What follows belongs to an exercise in optimizing a design on an open flow for small area and a short achievable clock period; a production flow would make more cautious choices. Function not checked in this run: the RTL went through the layout flow alone. Power figures rest on the tool's default switching activity, not on a simulated workload.

**constraint.sdc**
```tcl
create_clock -name core_clock -period 5.0 [get_ports {CLK}]
set_input_delay 1.0000 -clock core_clock [delete_from_list [all_inputs] [get_ports {CLK}]]
set_output_delay 1.0000 -clock core_clock [all_outputs]
set_load 0.01 [all_outputs]
```
**config.mk**
```make
export PLATFORM = sky130hd
export DESIGN_NAME = controlTop
export DESIGN_NICKNAME = controlTop
export VERILOG_FILES = /design/flow/design.v
export SDC_FILE = /design/flow/constraint.sdc
export NUM_CORES = 4
export LEC_CHECK = 0
export CAP_MARGIN = 20
export CORE_MARGIN = 2
export CORE_UTILIZATION = 70
export CTS_CLUSTER_DIAMETER = 60
export CTS_CLUSTER_SIZE = 30
export PLACE_DENSITY = 0.8
export SETUP_SLACK_MARGIN = 2.8
export SLEW_MARGIN = 20
```
**design.v**
```verilog
package ctrlPkg;
  typedef enum logic [4:0] {
    opNop = 5'h00, opLdr = 5'h01, opStr = 5'h02, opLpt = 5'h03,
    opSpt = 5'h04, opCmp = 5'h05, opAdd = 5'h06, opSub = 5'h07,
    opMul = 5'h08, opAnd = 5'h0B, opOr  = 5'h0C, opXor = 5'h0D,
    opNot = 5'h0E, opLsl = 5'h0F, opLsr = 5'h10,
    opJmp = 5'h14, opJsr = 5'h15, opRts = 5'h16,
    opJoc = 5'h17, opJsc = 5'h18, opRsc = 5'h19
  } opcode_t;
  typedef enum logic [6:0] {
    aluIdle       = 7'h00,
    aluPass       = 7'h40,
    aluCompare    = 7'h60,
    aluAddSub     = 7'h41,
    aluMul        = 7'h42,
    aluLogic      = 7'h44,
    aluShiftLeft  = 7'h48,
    aluShiftRight = 7'h50
  } aluFunc_t;
  typedef enum logic [3:0] {
    busIdle      = 4'h0,
    busAlu       = 4'h1,
    busRam       = 4'h2,
    busDataRom   = 4'h3,
    busGpu       = 4'h4,
    busImmediate = 4'h6
  } busSource_t;
  typedef enum logic [1:0] {pcAdvance, pcJump, pcCall, pcReturn} pcAction_t;
  typedef enum logic {stFetch, stExecute} fetchState_t;
endpackage
`timescale 1ns/10ps
module returnStack (
  input  logic                    CLK,
  input  logic                    arstN,
  input  logic                    execute,
  input  logic                    push,
  input  logic                    pop,
  input  logic [16-1:0] pushValue,
  output logic [16-1:0] top
);
  localparam int Lanes = 4;
  localparam int LaneBits = $clog2(Lanes);
  localparam int Loops = (1 << 8) / Lanes;
  localparam int W = 16;
  localparam int Taps = 3;
  logic [Lanes*Loops*W-1:0] cells;
  logic [Lanes*Loops*W-1:0] cellsNext;
  logic [LaneBits-1:0] ptrLo;       
  logic [LaneBits-1:0] turn;        
  logic [2*Lanes-1:0]  setPos;      
  logic [2*Lanes-1:0]  setPosNext;
  logic [Lanes-1:0]    setInv;      
  logic                upN;
  logic                dnN;
  logic                rotUp;
  logic [LaneBits-1:0] setRd;       
  logic [LaneBits-1:0] setWr;       
  logic [LaneBits-1:0] setE;        
  logic [LaneBits-1:0] setF;        
  logic [LaneBits-1:0] laneRd;
  logic [LaneBits-1:0] laneWr;
  logic [1:0]          posRd;
  logic [1:0]          posWr;
  logic [1:0]          posWrMoved;
  logic                upE;         
  logic                upF;         
  logic                upNextE;     
  logic [W-1:0]        wrData;
  function automatic logic [1:0] posOf(input logic [2*Lanes-1:0] p,
                                       input logic [LaneBits-1:0] s);
    posOf = p[2*s +: 2];
  endfunction
  function automatic logic moveUp(input logic [1:0] pos,
                                  input logic [LaneBits-1:0] ptr,
                                  input logic [LaneBits-1:0] s);
    logic [LaneBits-1:0] d;
    d = ptr - s;
    moveUp = (2'(pos) + 2'(d >= LaneBits'(Lanes / 2))) <= 2'd1;
  endfunction
  assign setRd = ptrLo - 1'b1;
  assign setWr = ptrLo;
  assign setE = LaneBits'(Lanes - 1) - turn;
  assign setF = LaneBits'(Lanes - 2) - turn;
  assign laneRd = setRd + turn;
  assign laneWr = setWr + turn;
  assign posRd = posOf(setPos, setRd);
  assign posWr = posOf(setPos, setWr);
  assign upE = !upN;
  assign upF = moveUp(posOf(setPos, setF), ptrLo, setF);
  assign upNextE = moveUp(posOf(setPos, setE), ptrLo, setE);
  assign posWrMoved = upE ? posWr + 2'd1 : posWr - 2'd1;
  assign wrData = pushValue ^ {W{setInv[setWr] ^ (setWr == setE)}};
  always_comb
  begin
    top = '0;
    for (int j = 0; j < Lanes; j++)
      for (int k = 0; k < Taps; k++)
        if (laneRd == LaneBits'(j) && posRd == 2'(k))
          top = cells[((j*Loops)+k)*W +: W];
    top = top ^ {W{setInv[setRd]}};
  end
  assign rotUp = execute ? upF : upNextE;
  always_comb
  begin
    for (int s = 0; s < Lanes; s++)
    begin
      setPosNext[2*s +: 2] = setPos[2*s +: 2];
      if (LaneBits'(s) == setE)
        setPosNext[2*s +: 2] = upE ? setPosNext[2*s +: 2] + 2'd1 : setPosNext[2*s +: 2] - 2'd1;
      if (LaneBits'(s) == setF)
        setPosNext[2*s +: 2] = upF ? setPosNext[2*s +: 2] + 2'd1 : setPosNext[2*s +: 2] - 2'd1;
      if (push && LaneBits'(s) == LaneBits'(ptrLo + 1'b1))
        setPosNext[2*s +: 2] = setPosNext[2*s +: 2] + 2'd1;
      if (pop && LaneBits'(s) == ptrLo)
        setPosNext[2*s +: 2] = setPosNext[2*s +: 2] - 2'd1;
    end
  end
  always_ff @(posedge CLK or negedge arstN)
  begin
    if (!arstN)
    begin
      ptrLo <= '0;
      turn <= '0;
      setPos <= '0;
      setInv <= '0;
      upN <= 1'b0;
      dnN <= 1'b1;
    end
    else
    begin
      if (execute)
      begin
        ptrLo <= ptrLo + LaneBits'(push) - LaneBits'(pop);
        turn <= turn + LaneBits'(2);
        setPos <= setPosNext;
        setInv[setE] <= !setInv[setE];
        setInv[setF] <= !setInv[setF];
      end
      upN <= !rotUp;
      dnN <= rotUp;
    end
  end
  always_comb
  begin
    for (int k = 0; k < Loops; k++)
    begin
      cellsNext[k*W +: W] =
        ~((cells[(((Lanes-1)*Loops)+((k + Loops - 1) % Loops))*W +: W] | {W{upN}}) &
          (cells[(((Lanes-1)*Loops)+((k + 1) % Loops))*W +: W] | {W{dnN}}));
      for (int j = 1; j < Lanes; j++)
        cellsNext[((j*Loops)+k)*W +: W] = cells[(((j-1)*Loops)+k)*W +: W];
    end
    if (push)
    begin
      for (int k = 0; k < Taps; k++)
      begin
        for (int j = 1; j < Lanes; j++)
          if (laneWr == LaneBits'(j - 1) && posWr == 2'(k))
            cellsNext[((j*Loops)+k)*W +: W] = wrData;
        if (laneWr == LaneBits'(Lanes - 1) && posWrMoved == 2'(k))
          cellsNext[k*W +: W] = wrData;
      end
    end
  end
  always_ff @(posedge CLK)
    cells <= cellsNext;
endmodule
`timescale 1ns/10ps
module fetchSequencer (
  input  logic                    CLK,
  input  logic                    arstN,
  input  ctrlPkg::pcAction_t      pcAction,
  input  logic [16-1:0] branchTarget,
  output logic                    execute,
  output logic [16-1:0] progRomAdd
);
  ctrlPkg::fetchState_t             state;
  logic [16-1:0] pc;
  logic [16-1:0] pcPlusOne;
  logic [16-1:0] nextPc;
  logic [16-1:0] stackTop;
  logic                    push;
  logic                    pop;
  always_ff @(posedge CLK or negedge arstN)
  begin
    if (!arstN)
      state <= ctrlPkg::stFetch;
    else if (state == ctrlPkg::stFetch)
      state <= ctrlPkg::stExecute;
    else
      state <= ctrlPkg::stFetch;
  end
  assign execute = (state == ctrlPkg::stExecute);
  assign push = execute && (pcAction == ctrlPkg::pcCall);
  assign pop = execute && (pcAction == ctrlPkg::pcReturn);
  always_comb
  begin
    case (pcAction)
      ctrlPkg::pcJump:   nextPc = branchTarget;
      ctrlPkg::pcCall:   nextPc = branchTarget;
      ctrlPkg::pcReturn: nextPc = stackTop;
      default:  nextPc = pcPlusOne;
    endcase
  end
  always_ff @(posedge CLK or negedge arstN)
  begin
    if (!arstN)
    begin
      pc <= '0;
      pcPlusOne <= 16'(1);
    end
    else if (execute)
    begin
      pc <= nextPc;
      pcPlusOne <= nextPc + 1'b1;
    end
  end
  assign progRomAdd = pc;
  returnStack retStack (
    .CLK       (CLK),
    .arstN     (arstN),
    .execute   (execute),
    .push      (push),
    .pop       (pop),
    .pushValue (pcPlusOne),
    .top       (stackTop)
  );
endmodule
`timescale 1ns/10ps
module instructionDecoder (
  input  logic                       CLK,
  input  logic                       arstN,
  input  logic                       execute,
  input  logic [32-1:0]    controlWord,
  input  logic [6-1:0]  aluStatus,
  output logic [3-1:0] operand1,
  output logic [3-1:0] operand2,
  output logic [3-1:0] results,
  output ctrlPkg::aluFunc_t          aluOperation,
  output logic [3:0]                 aluParams,
  output ctrlPkg::busSource_t        busState,
  output logic                       aluReadBus,
  output logic                       ramWrite,
  output logic                       gpuWrite,
  output logic [16-1:0]    dout,
  output ctrlPkg::pcAction_t         pcAction,
  output logic [16-1:0]    branchTarget,
  output logic                       ramLoad,
  output logic                       romLoad,
  output logic                       gpuLoad,
  output logic                       fromPointer,
  output logic [16-1:0]    immediate
);
  logic [1:0]                 variant;
  ctrlPkg::opcode_t                    opcode;
  logic [3-1:0] op1Field;
  logic [3-1:0] op2Field;
  logic [3-1:0] resultField;
  logic [6-1:0]  condMask;
  logic [16-1:0]    immField;
  logic                       taken;
  ctrlPkg::aluFunc_t                   aluSel;
  logic [3:0]                 paramSel;
  ctrlPkg::pcAction_t                  action;
  logic                       ramSel;
  logic                       romSel;
  logic                       gpuSel;
  logic [3-1:0] nxtOperand1;
  logic [3-1:0] nxtOperand2;
  logic [3-1:0] nxtResults;
  ctrlPkg::aluFunc_t                   nxtAluOp;
  logic [3:0]                 nxtParams;
  ctrlPkg::busSource_t                 nxtBus;
  logic                       nxtReadBus;
  logic                       nxtRamWrite;
  logic                       nxtGpuWrite;
  logic [16-1:0]    nxtDout;
  assign variant = controlWord[1:0];
  assign opcode = ctrlPkg::opcode_t'(controlWord[6:2]);
  assign op1Field = controlWord[9:7];
  assign op2Field = controlWord[12:10];
  assign resultField = controlWord[15:13];
  assign condMask = controlWord[12:7];
  assign immField = controlWord[31:16];
  assign taken = |(condMask & aluStatus);
  always_comb
  begin
    paramSel = 4'd0;
    case (opcode)
      ctrlPkg::opCmp:   aluSel = ctrlPkg::aluCompare;
      ctrlPkg::opAdd:   aluSel = ctrlPkg::aluAddSub;
      ctrlPkg::opSub:
      begin
        aluSel = ctrlPkg::aluAddSub;
        paramSel = 4'd1;
      end
      ctrlPkg::opMul:   aluSel = ctrlPkg::aluMul;
      ctrlPkg::opAnd:   aluSel = ctrlPkg::aluLogic;
      ctrlPkg::opOr:
      begin
        aluSel = ctrlPkg::aluLogic;
        paramSel = 4'd1;
      end
      ctrlPkg::opXor:
      begin
        aluSel = ctrlPkg::aluLogic;
        paramSel = 4'd2;
      end
      ctrlPkg::opNot:
      begin
        aluSel = ctrlPkg::aluLogic;
        paramSel = 4'd3;
      end
      ctrlPkg::opLsl:   aluSel = ctrlPkg::aluShiftLeft;
      ctrlPkg::opLsr:   aluSel = ctrlPkg::aluShiftRight;
      default: aluSel = ctrlPkg::aluIdle;
    endcase
  end
  always_comb
  begin
    nxtOperand1 = operand1;
    nxtOperand2 = operand2;
    nxtResults = results;
    nxtAluOp = ctrlPkg::aluIdle;
    nxtParams = aluParams;
    nxtBus = ctrlPkg::busIdle;
    nxtReadBus = 1'b0;
    nxtRamWrite = 1'b0;
    nxtGpuWrite = 1'b0;
    nxtDout = dout;
    action = ctrlPkg::pcAdvance;
    ramSel = 1'b0;
    romSel = 1'b0;
    gpuSel = 1'b0;
    fromPointer = 1'b0;
    case (opcode)
      ctrlPkg::opLdr, ctrlPkg::opLpt:
      begin
        nxtResults = resultField;
        nxtAluOp = ctrlPkg::aluPass;
        nxtReadBus = 1'b1;
        fromPointer = (opcode == ctrlPkg::opLpt);
        case (variant)
          2'd0:
          begin
            nxtBus = ctrlPkg::busRam;
            ramSel = 1'b1;
          end
          2'd1:
          begin
            nxtBus = ctrlPkg::busDataRom;
            romSel = 1'b1;
          end
          2'd2:
          begin
            nxtBus = ctrlPkg::busGpu;
            gpuSel = 1'b1;
          end
          default:
          begin
            if (opcode == ctrlPkg::opLdr)
            begin
              nxtBus = ctrlPkg::busImmediate;
              nxtDout = immField;
            end
          end
        endcase
      end
      ctrlPkg::opStr:
      begin
        nxtOperand1 = op1Field;
        nxtBus = ctrlPkg::busAlu;
        ramSel = (variant == 2'd0);
        gpuSel = (variant == 2'd2);
        nxtRamWrite = (variant == 2'd0);
        nxtGpuWrite = (variant == 2'd2);
      end
      ctrlPkg::opSpt:
      begin
        nxtOperand1 = op1Field;
        nxtBus = variant[1] ? ctrlPkg::busImmediate : ctrlPkg::busAlu;
        nxtDout = immField;
        fromPointer = 1'b1;
        ramSel = !variant[0];
        gpuSel = variant[0];
        nxtRamWrite = !variant[0];
        nxtGpuWrite = variant[0];
      end
      ctrlPkg::opCmp, ctrlPkg::opAdd, ctrlPkg::opSub, ctrlPkg::opMul, ctrlPkg::opAnd, ctrlPkg::opOr, ctrlPkg::opXor, ctrlPkg::opNot, ctrlPkg::opLsl, ctrlPkg::opLsr:
      begin
        nxtOperand1 = op1Field;
        nxtAluOp = aluSel;
        nxtParams = paramSel;
        if (opcode != ctrlPkg::opCmp)
          nxtResults = resultField;
        case (variant)
          2'd0:
          begin
            nxtReadBus = 1'b1;
            nxtBus = ctrlPkg::busRam;
            ramSel = 1'b1;
          end
          2'd1:    nxtOperand2 = op2Field;
          2'd2:
          begin
            nxtReadBus = 1'b1;
            nxtBus = ctrlPkg::busGpu;
            gpuSel = 1'b1;
          end
          default:
          begin
            nxtReadBus = 1'b1;
            nxtBus = ctrlPkg::busImmediate;
            nxtDout = immField;
          end
        endcase
      end
      ctrlPkg::opJmp:   action = ctrlPkg::pcJump;
      ctrlPkg::opJsr:   action = ctrlPkg::pcCall;
      ctrlPkg::opRts:   action = ctrlPkg::pcReturn;
      ctrlPkg::opJoc:   action = taken ? ctrlPkg::pcJump : ctrlPkg::pcAdvance;
      ctrlPkg::opJsc:   action = taken ? ctrlPkg::pcCall : ctrlPkg::pcAdvance;
      ctrlPkg::opRsc:   action = taken ? ctrlPkg::pcReturn : ctrlPkg::pcAdvance;
      default: ;
    endcase
  end
  assign pcAction = execute ? action : ctrlPkg::pcAdvance;
  assign branchTarget = immField;
  assign immediate = immField;
  assign ramLoad = execute && ramSel;
  assign romLoad = execute && romSel;
  assign gpuLoad = execute && gpuSel;
  always_ff @(posedge CLK or negedge arstN)
  begin
    if (!arstN)
    begin
      operand1 <= '0;
      operand2 <= '0;
      results <= '0;
      aluOperation <= ctrlPkg::aluIdle;
      aluParams <= '0;
      busState <= ctrlPkg::busIdle;
      aluReadBus <= 1'b0;
      ramWrite <= 1'b0;
      gpuWrite <= 1'b0;
      dout <= '0;
    end
    else if (execute)
    begin
      operand1 <= nxtOperand1;
      operand2 <= nxtOperand2;
      results <= nxtResults;
      aluOperation <= nxtAluOp;
      aluParams <= nxtParams;
      busState <= nxtBus;
      aluReadBus <= nxtReadBus;
      ramWrite <= nxtRamWrite;
      gpuWrite <= nxtGpuWrite;
      dout <= nxtDout;
    end
    else
    begin
      ramWrite <= 1'b0;
      gpuWrite <= 1'b0;
    end
  end
endmodule
`timescale 1ns/10ps
module addressPointers (
  input  logic                    CLK,
  input  logic                    arstN,
  input  logic                    ramLoad,
  input  logic                    romLoad,
  input  logic                    gpuLoad,
  input  logic                    fromPointer,
  input  logic [16-1:0] immediate,
  input  logic [16-1:0] freg,
  input  logic [16-1:0] greg,
  input  logic [16-1:0] hreg,
  output logic [16-1:0] ramAdd,
  output logic [16-1:0] dataRomAdd,
  output logic [16-1:0] gpuAdd
);
  logic [2:0]              loadVec;
  logic [16-1:0] ptrSrc [3];
  logic [16-1:0] ptrReg [3];
  assign loadVec = {gpuLoad, romLoad, ramLoad};
  assign ptrSrc[0] = freg;
  assign ptrSrc[1] = greg;
  assign ptrSrc[2] = hreg;
  for (genvar i = 0; i < 3; i++)
  begin : gPtr
    always_ff @(posedge CLK or negedge arstN)
    begin
      if (!arstN)
        ptrReg[i] <= '0;
      else if (loadVec[i])
        ptrReg[i] <= fromPointer ? ptrSrc[i] : immediate;
    end
  end
  assign ramAdd = ptrReg[0];
  assign dataRomAdd = ptrReg[1];
  assign gpuAdd = ptrReg[2];
endmodule
`timescale 1ns/10ps
module controlTop (
  input  logic                       CLK,
  input  logic                       arstN,
  input  logic [32-1:0]    controlWord,
  input  logic [6-1:0]  aluStatus,
  input  logic [16-1:0]    freg,
  input  logic [16-1:0]    greg,
  input  logic [16-1:0]    hreg,
  output logic [16-1:0]    progRomAdd,
  output logic [16-1:0]    ramAdd,
  output logic [16-1:0]    dataRomAdd,
  output logic [16-1:0]    gpuAdd,
  output logic [3-1:0] operand1,
  output logic [3-1:0] operand2,
  output logic [3-1:0] results,
  output ctrlPkg::aluFunc_t          aluOperation,
  output logic [3:0]                 aluParams,
  output ctrlPkg::busSource_t        busState,
  output logic                       aluReadBus,
  output logic                       ramWrite,
  output logic                       gpuWrite,
  output logic [16-1:0]    dout
);
  logic                    execute;
  ctrlPkg::pcAction_t               pcAction;
  logic [16-1:0] branchTarget;
  logic                    ramLoad;
  logic                    romLoad;
  logic                    gpuLoad;
  logic                    fromPointer;
  logic [16-1:0] immediate;
  fetchSequencer fetchSeq (
    .CLK          (CLK),
    .arstN        (arstN),
    .pcAction     (pcAction),
    .branchTarget (branchTarget),
    .execute      (execute),
    .progRomAdd   (progRomAdd)
  );
  instructionDecoder decoder (
    .CLK          (CLK),
    .arstN        (arstN),
    .execute      (execute),
    .controlWord  (controlWord),
    .aluStatus    (aluStatus),
    .operand1     (operand1),
    .operand2     (operand2),
    .results      (results),
    .aluOperation (aluOperation),
    .aluParams    (aluParams),
    .busState     (busState),
    .aluReadBus   (aluReadBus),
    .ramWrite     (ramWrite),
    .gpuWrite     (gpuWrite),
    .dout         (dout),
    .pcAction     (pcAction),
    .branchTarget (branchTarget),
    .ramLoad      (ramLoad),
    .romLoad      (romLoad),
    .gpuLoad      (gpuLoad),
    .fromPointer  (fromPointer),
    .immediate    (immediate)
  );
  addressPointers pointers (
    .CLK         (CLK),
    .arstN       (arstN),
    .ramLoad     (ramLoad),
    .romLoad     (romLoad),
    .gpuLoad     (gpuLoad),
    .fromPointer (fromPointer),
    .immediate   (immediate),
    .freg        (freg),
    .greg        (greg),
    .hreg        (hreg),
    .ramAdd      (ramAdd),
    .dataRomAdd  (dataRomAdd),
    .gpuAdd      (gpuAdd)
  );
endmodule
```
**run.sh**
```bash
#!/bin/bash
# synth_recipe.tcl (not shown) runs the flow's synth.tcl, then flattens the netlist and writes it again
# the make line also repeats each setting of config.mk as NAME=value (left out here)
make -C /OpenROAD-flow-scripts/flow DESIGN_CONFIG=/design/flow/config.mk WORK_HOME=/design/flow/orfs CLKGATE_MAP_FILE= SYNTH_SCRIPT=/design/flow/synth_recipe.tcl finish
```
==> summary.txt <==
Setup path
  – CP required: 5720 ps
  – Crit-path leading delay family: compound AO/OA/AOI/OAI gates
  – Crit path kind: flop to flop
  – Crit-path cells: clkinv_8, ha_4, mux4_2, buf_12, buf_16, buf_4, nor2_1, a222oi_1, o221ai_1, buf_4, mux2i_4, o21ai_4, or2_4, o31a_1, a211o_1
  – CP Buf/Inv Count: 5
  – Setup crit start kind: flop
  – Crit Path Max Fanout: 6
  – Nature of the critical path endpoint: flop
  – CP dominant cell by count: buf_4
  – CP max stage cell: nor2_1
  – Worst stage delay on the critical path: 500 ps
  – Crit path DAT: 5140 ps

Route
  – Avg WL per Cell: 23.1 µm
  – Total number of vias: 54600
  – Routed wire length: 218000 µm
  – Vias per inst: 5.80
  – Antenna Nets Post-Route: 0
  – Met2 WL post-DR: 99400 µm
  – TritonRoute pass-1 iters: 9
  – Metal3 WL: 15500 µm
  – WL met1: 91700 µm
  – DRT iter0 DRCs: 5100
  – Highest Signal Layer: met5
  – DRC: 0

Synth
  – Seq/Total Area, Yosys: 84.0%
  – Async SR Flop Fraction: 3.26%
  – Synth top area share: 80.6%
  – Main synth FF type: dfxtp_1
  – Post-synth EDFFs: 0
  – Mean area per synthesized cell: 14.5 µm²
  – Synth Register Bits: 4234
  – Main area contributors after synthesis: dfxtp_1 (81%), o22ai_1 (6.2%), dfrtp_1 (3.3%)
  – Most frequent cell after synthesis: dfxtp_1
  – Syn. warnings: 6
  – Post-synth top area cell: dfxtp_1
  – Syn Inst Count: 6990
  – Post-Syn Area: 102000 µm²
  – Most common library cells after synthesis: dfxtp_1 (4096), o22ai_1 (1002), clkbuf_1 (316)
  – Distinct cells, synth: 109

Clock network
  – Root buf cell: clkbuf_16
  – Num CTS Buffers: 178
  – CTS tree: done
  – CTS max path bufs: 3
  – Clk pin slew, worst setup/hold paths: 90 ps
  – Num Clock Sinks: 4234
  – Worst skew pair latency: 860 ps
  – Htree depth: 4

Floorplanning
  – I/O pins: 195
  – Die width: 385 µm
  – Core Box Area: 144000 µm²
  – Initial Util: 70.7%
  – FP Rows: 139
  – Die ar.: 148000 µm²
  – Die height: 385 µm

Global route
  – First-pass GRT wire length: 318000 µm
  – Vias in the first global route: 54900
  – Grt ovf: 0
  – Initial antenna violation count: 3
  – Total track usage: 27.6%
  – Largest net degree at the start of global routing: 190

Outcome
  – Status: finished clean

STA
  – Final min period: 4430 ps
  – RSZ-0062 raised after global routing: true
  – Max Slew Vio Count: 0
  – Final hold vios: 0
  – Hold Slack: 72.3 ps
  – Fin crit share: 88.5%
  – Worst-margin pin slew: 958 ps
  – Max frequency: 226 MHz
  – Final clock skew: 45.9 ps
  – Slew margin rel.: 36.2%
  – Final setup viols: 0

Place
  – Gpl congestion: 0.978
  – IO Port Bufs: 191
  – Area after DPL: 106000 µm²
  – Dpl hpwl: 110000 µm
  – Placed Cells: 8867

Layout
  – Fin area: 118000 µm²
  – Post-route insts no fill: 9406
  – Area Growth Syn to Fin: 15.9%
  – Share of cells above drive strength 1: 17.8%
  – Filler instances: 6948
  – Final Core Density: 81.9%
  – Final #Nets: 7540

Pwr
  – LEAKAGE: 48.2 nW
  – Power Density: 824 nW/µm²
  – Maximum VDD drop: 0.563 mV

Flow run
  – Max Cap Viol: 0

Min path
  – Hold Crit Class: primary input to async pin
cells by family after synthesis:
group           after synthesis  synth area share [%]
mux                          91                  1.03
flops                      4234                  84.0
xor+xnor                     58                 0.507
buf+inv                     410                  1.62
simple gates                555                  2.56
fa+ha+maj                    27                 0.330
other cells                   1               0.00369
compound gates             1614                  9.92
repair_timing:
item	4_1_cts	5_1_grt
gates cloned	32	12
setup endpoints to repair	1135	569
gates resized for setup	1068	351
endpoints found under the hold margin	0	0
pin swaps	168	126
buffers inserted	131	107
hold buffers	0	0
registers in the layout (all words and copies together) (netlist names), 2 cells and up, named ones only:
signal and count:
fetchSeq.pc 16, decoder.aluParams 2, decoder.aluOperation 7, decoder.operand1 3
pointers.ptrReg 48, decoder.operand2 3, fetchSeq.retStack.ptrLo 2, decoder.results 3
decoder.dout 16, fetchSeq.retStack.cells 4096, fetchSeq.retStack.setPos 8, fetchSeq.pcPlusOne 16
decoder.busState 3
layout by cell type, fill, tap and decap left out, types with 15 or more instances in the layout:
cell type | netlist | layout
o21ai_0 | 235 | 77
buf_16 | 0 | 32
mux2i_1 | 44 | 38
clkbuf_16 | 0 | 189
nand2_4 | 0 | 61
o21ai_1 | 2 | 93
buf_4 | 8 | 273
nor2_4 | 0 | 24
a21oi_1 | 173 | 153
nor2_1 | 133 | 91
xnor2_1 | 35 | 21
nand2_2 | 0 | 86
xor2_4 | 0 | 15
dfrtp_1 | 136 | 128
buf_12 | 0 | 49
nand2_1 | 252 | 104
inv_1 | 31 | 20
o211ai_1 | 16 | 16
a21oi_2 | 1 | 16
clkdlybuf4s50_1 | 0 | 69
dfxtp_1 | 4096 | 4096
o21ai_2 | 1 | 61
o22a_1 | 37 | 37
and2_1 | 21 | 18
buf_6 | 6 | 123
o22ai_1 | 1002 | 998
buf_2 | 23 | 61
nor2_2 | 0 | 18
mux2_4 | 0 | 27
power by group:
group / total [W] / internal, W / switching, W
sequential: 0.0598 / 0.0518 / 0.00800
clock: 0.0174 / 0.00718 / 0.0102
combinational: 0.0198 / 0.00869 / 0.0111
total: 0.0971 / 0.0677 / 0.0294
worst paths after layout:
| check | start | end | slack, ps | cells after the start |
|---|---|---|---|---|
| max | fetchSeq.retStack.ptrLo[0]$_DFFE_PN0P_ | fetchSeq.pcPlusOne[15]$_DFFE_PN0P_ | 570 | 15 |
| min | arstN | decoder.aluParams[1]$_DFFE_PN0P_ | 70 | 1 |
| max reg2reg | fetchSeq.retStack.ptrLo[0]$_DFFE_PN0P_ | fetchSeq.pcPlusOne[15]$_DFFE_PN0P_ | 570 | 15 |
| min reg2reg | fetchSeq.retStack.cells[3014]$_DFF_P_ | fetchSeq.retStack.cells[4038]$_DFF_P_ | 290 | 0 |
| max in group asynchronous | arstN | fetchSeq.state$_DFF_PN0_ | 3880 | 2 |
| min in group core_clock | fetchSeq.retStack.cells[3014]$_DFF_P_ | fetchSeq.retStack.cells[4038]$_DFF_P_ | 290 | 0 |
cell type report:
class | instances | area [µm²] | share of cell area, %
Sequential cell | 4234 | 85500 | 72.5
Multi-Input combinational cell | 2349 | 17500 | 14.9
Timing Repair Buffer | 629 | 6730 | 5.71
Clock buffer | 194 | 4630 | 3.93
Tap cell | 1903 | 2380 | 2.02
Clock inverter | 62 | 928 | 0.788
Inverter | 33 | 164 | 0.139
Timing Repair inverter | 1 | 5.00 | 0.00425
Antenna cell | 1 | 2.50 | 0.00212
layer usage:
layer / up-vias / track usage [%]
met3: 836 / 5.27
li1: 24900 / -
met2: 2105 / 44.1
met4: 2 / 10.9
met1: 26700 / 37.6
met5: - / 0
per-stage QoR:
step	worst slack, ps	total power, W	setup TNS, ps
2_1_floorplan	774	0.0669	0
3_3_place_gp	-88.5	0.0730	-94.2
3_5_place_dp	-133	0.0745	-430
4_1_cts	920	0.0947	0
5_1_grt	721	0.101	0
6_report	574	0.0971	0

## port drivers added, routing unchanged
How much do the figures lean on ideal ports? The routed layout below was timed once more, with nothing changed but the port constraints.
Step 1, drivers: a clkbuf_16 drives CLK and a buf_2 each remaining input, both assumed.
Step 2 moves the port delays by t, midway between the first and last clock arrival at a register: inputs arrive t later, outputs are due t later. That takes back most of the time a late clock gives input paths.
Slacks: ideal / step 1 / step 2; pairs: ideal / step 1.
shift t [ns]: 0.920
setup slack, ns: 0.574 / 0.574 / 0.295
slew at the worst register clock pin (ns): 0.11 / 0.11
pins driven straight from the clock port: 1
After both steps this run still meets setup and hold. The setup slack of this run moves by 0.000 ns with the drivers and by -0.279 ns with both steps.
